This design comes from an exercise in tuning for small area and a short achievable clock period on the open sky130 flow, not from production work.
Function was checked by simulation only, so behaviour that the tests miss may differ from the original.

$ cat flow/design.v
`timescale 1ns/100ps
package fu_pkg;
  localparam int unsigned N_BITS = 32;
  localparam int unsigned ACC_LEN_W = 16;
  localparam int unsigned SHAMT_W = 5;
  typedef logic [N_BITS-1:0] data_t;
  typedef logic [ACC_LEN_W-1:0] acc_len_t;
  typedef enum logic [3:0] {
    NOP  = 4'd0,
    ADD  = 4'd1,
    SUB  = 4'd2,
    MUL  = 4'd3,
    LSH  = 4'd4,
    ARSH = 4'd5,
    LRSH = 4'd6,
    MIN  = 4'd7,
    MAX  = 4'd8,
    ABS  = 4'd9,
    ACC  = 4'd10,
    DIV  = 4'd11,
    REM  = 4'd12
  } fu_op_e;
endpackage
`timescale 1ns/100ps
module fu_alu (
  input  fu_pkg::fu_op_e instr_i,
  input  fu_pkg::data_t  a_i,
  input  fu_pkg::data_t  b_i,
  output fu_pkg::data_t  res_o
);
  fu_pkg::data_t               add_a;
  fu_pkg::data_t               add_b;
  logic                add_cin;
  logic [fu_pkg::N_BITS:0]     add_full;
  fu_pkg::data_t               add_res;
  logic                a_lt_b;
  fu_pkg::data_t               mul_res;
  logic [fu_pkg::SHAMT_W-1:0]  shamt;
  fu_pkg::data_t               a_rev;
  logic [2*fu_pkg::N_BITS-1:0] shift_in;
  logic [2*fu_pkg::N_BITS-1:0] shift_full;
  fu_pkg::data_t               shift_res;
  fu_pkg::data_t               lsh_res;
  always_comb begin
    add_a   = a_i;
    add_b   = b_i;
    add_cin = 1'b0;
    case (instr_i)
      fu_pkg::SUB, fu_pkg::MIN, fu_pkg::MAX: begin
        add_b   = ~b_i;
        add_cin = 1'b1;
      end
      fu_pkg::ABS: begin
        add_a   = '0;
        add_b   = ~a_i;
        add_cin = 1'b1;
      end
      default: begin
        add_cin = 1'b0;
      end
    endcase
  end
  assign add_full = {add_a, add_cin} + {add_b, add_cin};
  assign add_res  = add_full[fu_pkg::N_BITS:1];
  assign a_lt_b = (a_i[fu_pkg::N_BITS-1] != b_i[fu_pkg::N_BITS-1]) ? a_i[fu_pkg::N_BITS-1] : add_res[fu_pkg::N_BITS-1];
  assign mul_res = a_i * b_i;
  assign shamt = b_i[fu_pkg::SHAMT_W-1:0];
  always_comb begin
    for (int i = 0; i < fu_pkg::N_BITS; i++) begin
      a_rev[i] = a_i[fu_pkg::N_BITS-1-i];
    end
  end
  always_comb begin
    case (instr_i)
      fu_pkg::LSH:     shift_in = {{fu_pkg::N_BITS{1'b0}}, a_rev};
      fu_pkg::LRSH:    shift_in = {{fu_pkg::N_BITS{1'b0}}, a_i};
      default: shift_in = {{fu_pkg::N_BITS{a_i[fu_pkg::N_BITS-1]}}, a_i};
    endcase
  end
  assign shift_full = shift_in >> shamt;
  assign shift_res  = shift_full[fu_pkg::N_BITS-1:0];
  always_comb begin
    for (int i = 0; i < fu_pkg::N_BITS; i++) begin
      lsh_res[i] = shift_res[fu_pkg::N_BITS-1-i];
    end
  end
  always_comb begin
    case (instr_i)
      fu_pkg::ADD, fu_pkg::ACC, fu_pkg::SUB: res_o = add_res;
      fu_pkg::MUL:           res_o = mul_res;
      fu_pkg::LSH:           res_o = lsh_res;
      fu_pkg::ARSH, fu_pkg::LRSH:    res_o = shift_res;
      fu_pkg::MIN:           res_o = a_lt_b ? a_i : b_i;
      fu_pkg::MAX:           res_o = a_lt_b ? b_i : a_i;
      fu_pkg::ABS:           res_o = a_i[fu_pkg::N_BITS-1] ? add_res : a_i;
      default:       res_o = '0;
    endcase
  end
endmodule
`timescale 1ns/100ps
module fu_acc_ctrl (
  input  logic             clk_i,
  input  logic             rst_n_i,
  input  logic             acc_en_i,
  input  logic             ops_valid_i,
  input  logic             pea_ready_i,
  input  fu_pkg::acc_len_t acc_len_i,
  output logic             acc_valid_o,
  output logic             acc_loopback_o
);
  fu_pkg::acc_len_t cnt_q;
  logic     accept;
  logic     run_end;
  assign accept = ops_valid_i & pea_ready_i;
  assign run_end = (cnt_q == acc_len_i);
  always_ff @(posedge clk_i or negedge rst_n_i) begin
    if (!rst_n_i) begin
      cnt_q          <= '0;
      acc_loopback_o <= 1'b0;
    end else if (!acc_en_i) begin
      cnt_q          <= '0;
      acc_loopback_o <= 1'b0;
    end else if (accept) begin
      if (run_end) begin
        cnt_q          <= '0;
        acc_loopback_o <= 1'b0;
      end else begin
        cnt_q          <= cnt_q + fu_pkg::acc_len_t'(1);
        acc_loopback_o <= 1'b1;
      end
    end
  end
  assign acc_valid_o = ops_valid_i & run_end;
endmodule
`timescale 1ns/100ps
module div_stage #(
  parameter int unsigned DIV_STAGE_BITS = 2
) (
  input  fu_pkg::data_t rem_i,
  input  fu_pkg::data_t quo_i,
  input  fu_pkg::data_t divisor_i,
  output fu_pkg::data_t rem_o,
  output fu_pkg::data_t quo_o
);
  fu_pkg::data_t           rem;
  fu_pkg::data_t           quo;
  logic [fu_pkg::N_BITS:0] rem_ext;
  logic [fu_pkg::N_BITS:0] diff;
  always_comb begin
    rem     = rem_i;
    quo     = quo_i;
    rem_ext = '0;
    diff    = '0;
    for (int i = 0; i < DIV_STAGE_BITS; i++) begin
      rem_ext = {rem, quo[fu_pkg::N_BITS-1]};
      quo     = {quo[fu_pkg::N_BITS-2:0], 1'b0};
      diff    = rem_ext - {1'b0, divisor_i};
      if (!diff[fu_pkg::N_BITS]) begin
        rem    = diff[fu_pkg::N_BITS-1:0];
        quo[0] = 1'b1;
      end else begin
        rem = rem_ext[fu_pkg::N_BITS-1:0];
      end
    end
  end
  assign rem_o = rem;
  assign quo_o = quo;
endmodule
`timescale 1ns/100ps
module div_pipe #(
  parameter int unsigned DIV_STAGE_BITS = 2
) (
  input  logic          clk_i,
  input  logic          rst_n_i,
  input  logic          in_valid_i,
  input  logic          pea_ready_i,
  input  fu_pkg::data_t a_i,
  input  fu_pkg::data_t b_i,
  output fu_pkg::data_t q_o,
  output fu_pkg::data_t r_o,
  output logic          valid_o
);
  localparam int unsigned N_STAGES = fu_pkg::N_BITS / DIV_STAGE_BITS;
  localparam int unsigned LAST     = N_STAGES - 1;
  logic  a_neg;
  logic  b_neg;
  fu_pkg::data_t a_abs;
  fu_pkg::data_t b_abs;
  logic  b_zero;
  fu_pkg::data_t rem_in   [N_STAGES];
  fu_pkg::data_t quo_in   [N_STAGES];
  fu_pkg::data_t dvs_in   [N_STAGES];
  logic  neg_q_in [N_STAGES];
  logic  neg_r_in [N_STAGES];
  logic  dz_in    [N_STAGES];
  logic  vld_in   [N_STAGES];
  fu_pkg::data_t rem_nxt  [N_STAGES];
  fu_pkg::data_t quo_nxt  [N_STAGES];
  fu_pkg::data_t rem_r    [N_STAGES];
  fu_pkg::data_t quo_r    [N_STAGES];
  fu_pkg::data_t dvs_r    [N_STAGES];
  logic  neg_q_r  [N_STAGES];
  logic  neg_r_r  [N_STAGES];
  logic  dz_r     [N_STAGES];
  logic  vld_r    [N_STAGES];
  fu_pkg::data_t q_fix;
  fu_pkg::data_t r_fix;
  assign a_neg  = a_i[fu_pkg::N_BITS-1];
  assign b_neg  = b_i[fu_pkg::N_BITS-1];
  assign a_abs  = a_neg ? -a_i : a_i;
  assign b_abs  = b_neg ? -b_i : b_i;
  assign b_zero = (b_i == '0);
  for (genvar k = 0; k < N_STAGES; k++) begin : g_stage
    if (k == 0) begin : g_head
      assign rem_in[k]   = '0;
      assign quo_in[k]   = a_abs;
      assign dvs_in[k]   = b_abs;
      assign neg_q_in[k] = a_neg ^ b_neg;
      assign neg_r_in[k] = a_neg;
      assign dz_in[k]    = b_zero;
      assign vld_in[k]   = in_valid_i;
    end else begin : g_link
      assign rem_in[k]   = rem_r[k-1];
      assign quo_in[k]   = quo_r[k-1];
      assign dvs_in[k]   = dvs_r[k-1];
      assign neg_q_in[k] = neg_q_r[k-1];
      assign neg_r_in[k] = neg_r_r[k-1];
      assign dz_in[k]    = dz_r[k-1];
      assign vld_in[k]   = vld_r[k-1];
    end
    div_stage #(
      .DIV_STAGE_BITS(DIV_STAGE_BITS)
    ) div_stage_inst (
      .rem_i    (rem_in[k]),
      .quo_i    (quo_in[k]),
      .divisor_i(dvs_in[k]),
      .rem_o    (rem_nxt[k]),
      .quo_o    (quo_nxt[k])
    );
    always_ff @(posedge clk_i or negedge rst_n_i) begin
      if (!rst_n_i) begin
        vld_r[k] <= 1'b0;
      end else if (pea_ready_i) begin
        vld_r[k] <= vld_in[k];
      end
    end
    always_ff @(posedge clk_i) begin
      if (pea_ready_i) begin
        rem_r[k]   <= rem_nxt[k];
        quo_r[k]   <= quo_nxt[k];
        dvs_r[k]   <= dvs_in[k];
        neg_q_r[k] <= neg_q_in[k];
        neg_r_r[k] <= neg_r_in[k];
        dz_r[k]    <= dz_in[k];
      end
    end
  end
  assign q_fix = dz_r[LAST] ? '1 : (neg_q_r[LAST] ? -quo_r[LAST] : quo_r[LAST]);
  assign r_fix = neg_r_r[LAST] ? -rem_r[LAST] : rem_r[LAST];
  always_ff @(posedge clk_i or negedge rst_n_i) begin
    if (!rst_n_i) begin
      valid_o <= 1'b0;
    end else if (pea_ready_i) begin
      valid_o <= vld_r[LAST];
    end
  end
  always_ff @(posedge clk_i) begin
    if (pea_ready_i) begin
      q_o <= q_fix;
      r_o <= r_fix;
    end
  end
endmodule
`timescale 1ns/100ps
module fu_top #(
  parameter int unsigned DIV_STAGE_BITS = 2
) (
  input  logic             clk_i,
  input  logic             rst_n_i,
  input  logic             ops_valid_i,
  input  logic             pea_ready_i,
  input  fu_pkg::data_t    a_i,
  input  fu_pkg::data_t    b_i,
  input  fu_pkg::fu_op_e   instr_i,
  input  fu_pkg::acc_len_t acc_len_i,
  output logic             valid_o,
  output logic             acc_loopback_o,
  output fu_pkg::data_t    res_o,
  output fu_pkg::data_t    rem_q_o
);
  fu_pkg::fu_op_e alu_op;
  logic   is_acc;
  logic   is_div;
  logic   is_rem;
  logic   acc_en;
  logic   acc_valid;
  logic   div_in_valid;
  logic   div_valid;
  fu_pkg::data_t  alu_res;
  fu_pkg::data_t  div_q;
  fu_pkg::data_t  div_r;
  always_comb begin
    alu_op = fu_pkg::NOP;
    is_acc = 1'b0;
    is_div = 1'b0;
    is_rem = 1'b0;
    case (instr_i)
      fu_pkg::ADD, fu_pkg::SUB, fu_pkg::MUL, fu_pkg::LSH, fu_pkg::ARSH, fu_pkg::LRSH, fu_pkg::MIN, fu_pkg::MAX, fu_pkg::ABS: begin
        alu_op = instr_i;
      end
      fu_pkg::ACC: begin
        alu_op = fu_pkg::ACC;
        is_acc = 1'b1;
      end
      fu_pkg::DIV:     is_div = 1'b1;
      fu_pkg::REM:     is_rem = 1'b1;
      default: alu_op = fu_pkg::NOP;
    endcase
  end
  assign acc_en       = is_acc;
  assign div_in_valid = ops_valid_i & (is_div | is_rem);
  fu_alu fu_alu_inst (
    .instr_i(alu_op),
    .a_i    (a_i),
    .b_i    (b_i),
    .res_o  (alu_res)
  );
  fu_acc_ctrl fu_acc_ctrl_inst (
    .clk_i         (clk_i),
    .rst_n_i       (rst_n_i),
    .acc_en_i      (acc_en),
    .ops_valid_i   (ops_valid_i),
    .pea_ready_i   (pea_ready_i),
    .acc_len_i     (acc_len_i),
    .acc_valid_o   (acc_valid),
    .acc_loopback_o(acc_loopback_o)
  );
  div_pipe #(
    .DIV_STAGE_BITS(DIV_STAGE_BITS)
  ) div_pipe_inst (
    .clk_i      (clk_i),
    .rst_n_i    (rst_n_i),
    .in_valid_i (div_in_valid),
    .pea_ready_i(pea_ready_i),
    .a_i        (a_i),
    .b_i        (b_i),
    .q_o        (div_q),
    .r_o        (div_r),
    .valid_o    (div_valid)
  );
  assign valid_o = (is_div | is_rem) ? div_valid :
                   is_acc            ? acc_valid : ops_valid_i;
  always_comb begin
    res_o   = alu_res;
    rem_q_o = '0;
    if (is_div) begin
      res_o   = div_q;
      rem_q_o = div_r;
    end else if (is_rem) begin
      res_o   = div_r;
      rem_q_o = div_q;
    end
  end
endmodule
$ cat flow/run.sh
#!/bin/bash
# synth_recipe.tcl (not shown) runs the flow's synth.tcl, then flattens the netlist and writes it again
# the make line also repeats each setting of config.mk as NAME=value (left out here)
make -C /OpenROAD-flow-scripts/flow DESIGN_CONFIG=/design/flow/config.mk WORK_HOME=/design/flow/orfs CLKGATE_MAP_FILE= SYNTH_SCRIPT=/design/flow/synth_recipe.tcl finish
$ cat flow/constraint.sdc
create_clock -name core_clock -period 13.0 [get_ports {clk_i}]
set_input_delay 2.6000 -clock core_clock [delete_from_list [all_inputs] [get_ports {clk_i}]]
set_output_delay 2.6000 -clock core_clock [all_outputs]
set_load 0.01 [all_outputs]
$ cat flow/config.mk
export PLATFORM = sky130hd
export DESIGN_NAME = fu_top
export DESIGN_NICKNAME = fu_top
export VERILOG_FILES = /design/flow/design.v
export SDC_FILE = /design/flow/constraint.sdc
export NUM_CORES = 4
export LEC_CHECK = 0
export CAP_MARGIN = 20
export CORE_MARGIN = 2
export CORE_UTILIZATION = 40
export PLACE_DENSITY = 0.6
export SLEW_MARGIN = 20
==> results by group <==
Finish
  – Share of layout cells above drive strength 1: 10.9%
  – Post-route non-filler standard cell count: 18,378
  – Filler cells: 32,090
  – Final core utilization: 44.9%
  – Final Cell Area: 151,000 um2
  – Synth-to-layout area growth: 11.5%
  – Final #Nets: 15,403

Synth
  – Largest family of logic cells by synthesized area: adder cells
  – Synth cell types: 100
  – Average size of a mapped cell: 10.1 um2
  – Compound-Gate Fraction of Synth Area: 16.8%
  – Synthesized instance count: 13,391
  – Syn Std Cell Area: 136,000 um2
  – Multiplexer share of the synthesized area: 6.99%
  – Largest cells by area after synthesis: edfxtp_1 36%, ha_1 11%, fa_1 6.5%
  – Synth Area in XOR/XNOR: 6.84%
  – Simple-gate share of the synthesized area: 11.2%
  – Synth area leader: edfxtp_1
  – Post-synthesis register bit count: 1,650
  – Synth Flop Type: edfxtp_1
  – Post-synthesis async set-or-reset flop share: 2.06%
  – Top cell type's share of synthesized area: 35.8%
  – Number of flops mapped to enable cells by yosys: 1,616
  – YS warnings: 35
  – Post-synthesis adder-cell area fraction: 17.2%
  – Register area share after synthesis: 36.4%

Timing
  – Hold WS: 0.345 ns
  – Final Max Slew Viols: 0
  – Max Clock Freq: 0.0780 GHz
  – # setup viols final: 0
  – Slew @ Worst Pin: 1.07 ns
  – RSZ-0062 raised after global routing: true
  – Worst Skew: 0.0931 ns
  – Final min period: 12.82 ns
  – Max_slew headroom: 28.5%
  – Period utilization: 98.7%
  – Final hold vios: 0

Clock tree
  – CTS Root Buffer Type: clkbuf_16
  – Clock Sinks: 1,650
  – Clock H-tree levels: 4
  – TritonCTS clock tree: built
  – Num CTS Buffers: 186
  – Clock slew at reported path FFs: 0.06 ns
  – Clk Latency, worst-skew pair: 0.91 ns
  – CTS max path bufs: 4

Floorplanning
  – Chip Width: 586 um
  – IO Count: 154
  – Vert. Die Dim: 586 um
  – Area of the die: 344,000 um2
  – CORE AREA: 337,000 um2
  – # rows: 213
  – Initial Util: 40.2%

Placed design
  – Detailed placement HPWL: 288 mm
  – Dpl cells: 18,046
  – Final Wtd Congestion: 0.953
  – Placed Area: 145,000 um2
  – Number of port buffers: 153

Critical path
  – CP Data Required Time: 10.40 ns
  – Critical path class: input pin to output port
  – Slowest cell on the critical path: fa_1
  – Critical path launch point type: input pin
  – FF-to-FF setup slack: 3.43 ns
  – Most used cell, CP: fa_1
  – Max Fanout on Critical Path: 11
  – Arrival @ worst endpoint: 10.22 ns
  – Delay of the slowest critical-path stage: 0.54 ns
  – Endpoint type of the worst setup path: output port

Job
  – Max cap viols: 0

Global route
  – Initial antenna violation count: 15
  – Gr ovfl total: 0
  – Met3 Track Usage GR: 3.07%
  – Largest net degree at the start of global routing: 173
  – First-pass GRT wire length: 563 mm
  – Total track usage: 20.8%
  – Grt met2 use: 34.4%
  – Vias in the first global route: 98,020
  – Met1 Use GR: 27.6%
  – Gr busiest metal: met2

Route
  – Post-route DRC: 0
  – ANT nets after route: 0
  – Drt total wl: 365 mm
  – Iteration-0 DRC Markers: 7,039
  – DRT Pass-1 Iters: 6
  – Vias: 100,405
  – Average wire per standard cell: 19.9 um
  – Via density: 5.46

Outcome
  – Status: complete, no violations

Worst hold path
  – Type of the worst min-delay path: flip-flop to flip-flop
## final timing paths
kind	startpoint	endpoint	cells after the start
setup / recovery	a_i[7]	res_o[16]	31
hold / removal	div_pipe_inst.quo_r[12][16]	div_pipe_inst.quo_r[13][18]	0
setup reg to reg	div_pipe_inst.quo_r[14][31]	div_pipe_inst.rem_r[15][24]	30
hold reg to reg	div_pipe_inst.quo_r[12][16]	div_pipe_inst.quo_r[13][18]	0
max in group asynchronous	rst_n_i	div_pipe_inst.vld_r[6]	1
min in group asynchronous	rst_n_i	div_pipe_inst.vld_r[13]	1
## registers in the layout (all words and copies together) (netlist names)
name                             flops
div_pipe_inst.dz_r                  16
fu_acc_ctrl_inst.acc_loopback_o      1
div_pipe_inst.quo_r                512
div_pipe_inst.neg_r_r               16
div_pipe_inst.rem_r                512
div_pipe_inst.vld_r                 16
div_pipe_inst.dvs_r                480
div_pipe_inst.r_o                   32
div_pipe_inst.neg_q_r               16
div_pipe_inst.q_o                   32
fu_acc_ctrl_inst.cnt_q              16
div_pipe_inst.valid_o                1
## synth_stat cells, drive strengths merged, types with 354 or more instances
master and count:
a21o 439, a21oi 975, and2 391, clkbuf 354, edfxtp 1616, fa 440, ha 1155, inv 1206
mux2 662, nand2 914, nor2 734, o21ai 667, xnor2 757
## what timing repair did
| action | 4_1_cts | 5_1_grt |
|---|---|---|
| hold buffers | 0 | 0 |
| setup endpoints to repair | 11 | 12 |
| cloned | 0 | 1 |
| pin swaps | 4 | 18 |
| hold endpoints to repair | 0 | 0 |
| gates resized for setup | 21 | 49 |
| setup buffers | 0 | 1 |
## cell type report
class / instances / area [um2] / share of cell area (%)
multi-input cells: 10117 / 80600 / 53.3
flip-flops and latches: 1650 / 49400 / 32.6
well taps: 4515 / 5650 / 3.73
repair buffers: 557 / 5120 / 3.38
clock buffers: 224 / 4850 / 3.21
inverters: 1208 / 4530 / 3.00
clock inverters: 103 / 1080 / 0.716
diodes: 4 / 10.0 / 0.00662
## worst max-delay path, delay by kind of cell
family / cells / cell delay [ns]
AO/OA/AOI/OAI: 9 / 1.50
AND/OR/NAND/NOR: 2 / 0.24
XOR/XNOR: 1 / 0.24
adder cells (fa/ha/maj): 9 / 3.73
buffers and inverters: 10 / 1.87
## layer usage
| layer | part of all wire (%) | vias up | wire length (um) |
|---|---|---|---|
| met5 | 0.0036 | - | 13 |
| met4 | 3.8 | 2 | 14000 |
| met3 | 5.5 | 532 | 20000 |
| met2 | 46 | 2184 | 168000 |
| met1 | 45 | 48424 | 163000 |
| li1 | - | 49263 | - |
## cell families after synthesis
| family | count (synthesis) |
|---|---|
| other | 1 |
| buffers and inverters | 1638 |
| adders and majority gates | 1598 |
| and+or+nand+nor | 3109 |
| xor gates and xnor gates | 1058 |
| DFF | 1650 |
| AOI/OAI and AO/OA | 3478 |
| muxes | 859 |
## placed cells by master (no fill, tap or decap), types with 187 or more instances in the layout
cell type     n
a21o_1      439
a21oi_1     966
and2_1      390
buf_4       357
clkbuf_16   188
edfxtp_1   1616
fa_1        435
ha_1       1151
inv_1      1204
mux2_2      659
mux2i_1     193
nand2_1     914
nand3_1     187
nor2_1      730
o21a_1      244
o21ai_0     663
xnor2_1     739
xor2_1      294
## stage by stage
| stage | setup TNS, ns | setup slack, ns |
|---|---|---|
| final | 0 | 0.175 |
| after global routing | -0.0766 | -0.0480 |
| after CTS | 0 | 0.00167 |
| after detailed placement | -3.05 | -0.550 |
| after global placement | -2.65 | -0.504 |
| after floorplan | 0 | 0.116 |

static timing again, ports no longer ideal:
The results above use ideal ports. As a check the final layout listed here was re-extracted and re-timed, cells and wires unchanged. Step 1 sets driving cells, clkbuf_16 on the clock port and buf_2 on the other inputs (assumed; they add their load-dependent delay and slew). Step 2 adds t to the input delays and takes it off the output delays; t is the mean of the earliest and latest rising clock arrival at the registers after step 1. Input paths then give back, and output paths get back, about the clock's delay inside the block. Three values: ideal ports, drivers, drivers and shift; two values: the first two.
shift t [ns]: 0.948
setup slack, ns: 0.175 / 0.151 / 0.151
hold slack, ns: 0.345 / 0.345 / 0.345
worst setup path at the end: input to output
worst data-port slew with drivers (ns): 0.13
After both steps setup and hold are still met in this run. The setup slack of this run moves by -0.024 ns with the drivers and by -0.024 ns with both steps.
